Background: an optimization exercise with open tools, aiming at a short achievable clock period and few clock cycles per item. Do not read the settings as production practice. In this exercise RTL edits were held to simulation tests only and were not proved equivalent to the original. No activity file was given, so power comes from the tool's default toggle rates.

run 1:
Design pipeline_cpu, start of the top module:
module pipeline_cpu (
    input  logic clk,
    input  logic rst,
    output cpu_pkg::word_t imem_addr,
    input  cpu_pkg::word_t imem_data,
    output logic retire_valid,
    output cpu_pkg::word_t retire_pc,
    output cpu_pkg::reg_addr_t retire_rd,
    output cpu_pkg::word_t retire_data,
    output logic retire_illegal
);
Size in the first run: about 8,000 cells after synthesis, ~1,400 flip-flops, roughly 140 I/O pins.
make LEC_CHECK=0 CAP_MARGIN=60 CORE_MARGIN=2 CORE_UTILIZATION=40 SETUP_SLACK_MARGIN=5 SLEW_MARGIN=70 finish   # period 8.5 ns
run.sh (not shown) runs the stock make flow with config.mk's settings and CLKGATE_MAP_FILE= SYNTH_SCRIPT=/design/flow/synth_recipe.tcl, a recipe that flattens the netlist after the stock synthesis.
Run 1 reached the final stage; the timing, design-rule and antenna checks on its layout passed.
Testbench counts of run 1, summed over its fixed seeds: cycles 83,084, instrs 80,000.
> inputs changed (run 1 -> run 2)
==> flow/flow/run.sh (new file) <==
#!/bin/bash
set -euo pipefail
MARGIN=5.5
sed "s|\"\${@:-finish}\"|SETUP_SLACK_MARGIN=${MARGIN} \"\${@:-finish}\"|" standard.sh > standard_margin.sh
grep -q "SETUP_SLACK_MARGIN=${MARGIN}" standard_margin.sh
bash standard_margin.sh > flow_make.log 2>&1
==> flow/standard.sh (new file) <==
#!/bin/bash
# synth_recipe.tcl (not shown) runs the flow's synth.tcl, then flattens the netlist and writes it again
# the make line also repeats each setting of config.mk as NAME=value (left out here)
make -C /OpenROAD-flow-scripts/flow DESIGN_CONFIG=/design/flow/config.mk WORK_HOME=/design/flow/orfs CLKGATE_MAP_FILE= SYNTH_SCRIPT=/design/flow/synth_recipe.tcl "${@:-finish}"
removed: flow/run.sh
--- outcome ---
Looking only at clock skew, and setting everything else aside, the higher value of run 2 and run 1 goes to run 2.
Combinational fraction of design power: higher on run 2
Run 1 was routed with fewer vias than run 2.
The met3 layer usage reported by global route reported for run 2 is greater than that of run 1 by 0.89 points.
Both conditions hold for run 2: the flow ran to the end and the final layout passed the timing, design-rule and antenna checks.
Comparing run 2 and run 1, clock power is higher on run 2.
Against run 1 as the reference, run 2 delivers a higher highest attainable clock frequency.
Summary of run 2 over run 1: final instance area up 5800 sq um; core utilization up 3.2 points.
Relative to run 1, routed wire length has gone up in run 2.
Setup changes, run 2 to run 3
Settings: swapping 70 for 40 in SLEW_MARGIN; swapping 60 for 40 in CAP_MARGIN.
--- a/flow/flow/run.sh
+++ b/flow/flow/run.sh
@@ -2,3 +2,3 @@
 set -euo pipefail
-MARGIN=5.5
+MARGIN=6.0
 sed "s|\"\${@:-finish}\"|SETUP_SLACK_MARGIN=${MARGIN} \"\${@:-finish}\"|" standard.sh > standard_margin.sh
Notes after the runs:
In the reports for run 3 and run 2, the smaller signal arrival time at the worst endpoint belongs to run 2. Run 3 vs. run 2: final worst slack went down by 58 ps. A startpoint of the most critical setup path of e_a[1]$_DFF_P_ is what run 2 shows, while e_b[13]$_DFF_P_ belongs to run 3. Taking run 2 as the reference, in run 3 clock distribution area overhead in the final layout roughly the same, cell depth of the worst hold path stayed essentially flat, cell area after layout saw a decrease, share of power burned in registers higher.

========
pipeline_cpu, a different RTL version from the one above (not shown whole).
Size in the first run: ~1300 flip-flops, roughly 67000 µm² of cells after synthesis.
==> flow/config.mk <==
export PLATFORM = sky130hd
export DESIGN_NAME = pipeline_cpu
export DESIGN_NICKNAME = pipeline_cpu
export VERILOG_FILES = /design/flow/design.v
export SDC_FILE = /design/flow/constraint.sdc
export NUM_CORES = 4
export LEC_CHECK = 0
export ABC_CLOCK_PERIOD_IN_PS = 2500
export CAP_MARGIN = 20
export CORE_MARGIN = 2
export CORE_UTILIZATION = 40
export SETUP_SLACK_MARGIN = 5
export SLEW_MARGIN = 20
==> flow/constraint.sdc <==
create_clock -name core_clock -period 8.5 [get_ports {clk}]
set_input_delay 1.7000 -clock core_clock [delete_from_list [all_inputs] [get_ports {clk}]]
set_output_delay 1.7000 -clock core_clock [all_outputs]
set_load 0.01 [all_outputs]
Stock flow here: none of the scripts above is used.
The first run completed, yet does not pass: max-capacitance violations, max-slew violations.
Testbench counts at the start, summed over its fixed seeds: cycles 84,696, instrs 80,000.
Then changed:
--- a/flow/config.mk
+++ b/flow/config.mk
@@ -6,8 +6,6 @@
 export NUM_CORES = 4
 export LEC_CHECK = 0
-export ABC_CLOCK_PERIOD_IN_PS = 2500
 export CAP_MARGIN = 20
 export CORE_MARGIN = 2
 export CORE_UTILIZATION = 40
-export SETUP_SLACK_MARGIN = 5
 export SLEW_MARGIN = 20
- With this change the flow finished clean
- power came out lower by 2.8%
- sequential power stays flat
- design area goes down by about 8%
- worst hold slack degrades by 0.0051 ns

========
the baseline:
pipeline_cpu with an RTL version that a note above also has.
For scale: ~8,000 cells after synthesis, ~1,400 flip-flops, ~140 I/O pins.
Settings: LEC_CHECK=0, CAP_MARGIN=60, CORE_MARGIN=2, CORE_UTILIZATION=40, SETUP_SLACK_MARGIN=5, SLEW_MARGIN=70; clock period 8.5 ns.
standard.sh (not shown) runs the stock make flow with config.mk's settings and CLKGATE_MAP_FILE= SYNTH_SCRIPT=/design/flow/synth_recipe.tcl, a recipe that flattens the netlist after the stock synthesis.
==> flow/flow/run.sh <==
#!/bin/bash
set -euo pipefail
MARGIN=6.0
sed "s|\"\${@:-finish}\"|SETUP_SLACK_MARGIN=${MARGIN} \"\${@:-finish}\"|" standard.sh > standard_margin.sh
grep -q "SETUP_SLACK_MARGIN=${MARGIN}" standard_margin.sh
bash standard_margin.sh > flow_make.log 2>&1
The baseline: full flow OK, the timing, design-rule and antenna checks passed
Testbench counts of the baseline, summed over its fixed seeds: cycles 83,084, instrs 80,000.
--- input diff the baseline..the candidate ---
Settings: changing CAP_MARGIN from 60 to 40; changing SLEW_MARGIN from 70 to 40.
==> flow/flow/run.sh <==
#!/bin/bash
set -euo pipefail
MARGIN=5.5
sed "s|\"\${@:-finish}\"|SETUP_SLACK_MARGIN=${MARGIN} \"\${@:-finish}\"|" standard.sh > standard_margin.sh
grep -q "SETUP_SLACK_MARGIN=${MARGIN}" standard_margin.sh
bash standard_margin.sh > flow_make.log 2>&1
Findings:
- The candidate vs the baseline — maximum number of pins on one net before global-route repair climbed by more than 100%
- The candidate vs the baseline: final core utilization down
- Number of fillers in the final layout (lower): the baseline

separate check: timing with driven ports:
How much do the figures lean on ideal ports? The routed layouts below were timed once more, with nothing changed but the port constraints. Step 1, drivers: a clkbuf_16 drives clk and a buf_2 each remaining input, both assumed. Step 2 adds t to the input delays and takes it off the output delays; t is the mean of the earliest and latest rising clock arrival at the registers after step 1. Input paths then give back, and output paths get back, about the clock's delay inside the block. Three values: no drivers, after step 1, after step 2; two values: the first two.
| run | t, ns | setup slack, ns | slew at the worst register clock pin (ns) | cell pins on the clock port's net |
|---|---|---|---|---|
| run 1 | 0.931 | 4.979 / 4.912 / 4.239 | 0.07 / 0.07 | 1 |
| run 2 | 0.918 | 5.143 / 5.143 / 4.270 | 0.07 / 0.07 | 1 |
| run 3 | 0.925 | 5.085 / 5.085 / 4.389 | 0.07 / 0.07 | 1 |
| the first run of note 2 | 0.917 | 4.585 / 4.628 / 3.716 | 0.07 / 0.07 | 1 |
| the second run of note 2 | 0.895 | 3.413 / 3.478 / 2.583 | 0.07 / 0.07 | 1 |
| the baseline | 0.915 | 5.128 / 5.128 / 4.406 | 0.08 / 0.08 | 1 |
| the candidate | 0.908 | 5.081 / 5.081 / 4.301 | 0.07 / 0.07 | 1 |
For run 2, which loses most, drivers alone change the setup slack by 0.000 ns; drivers and shift together by -0.873 ns.
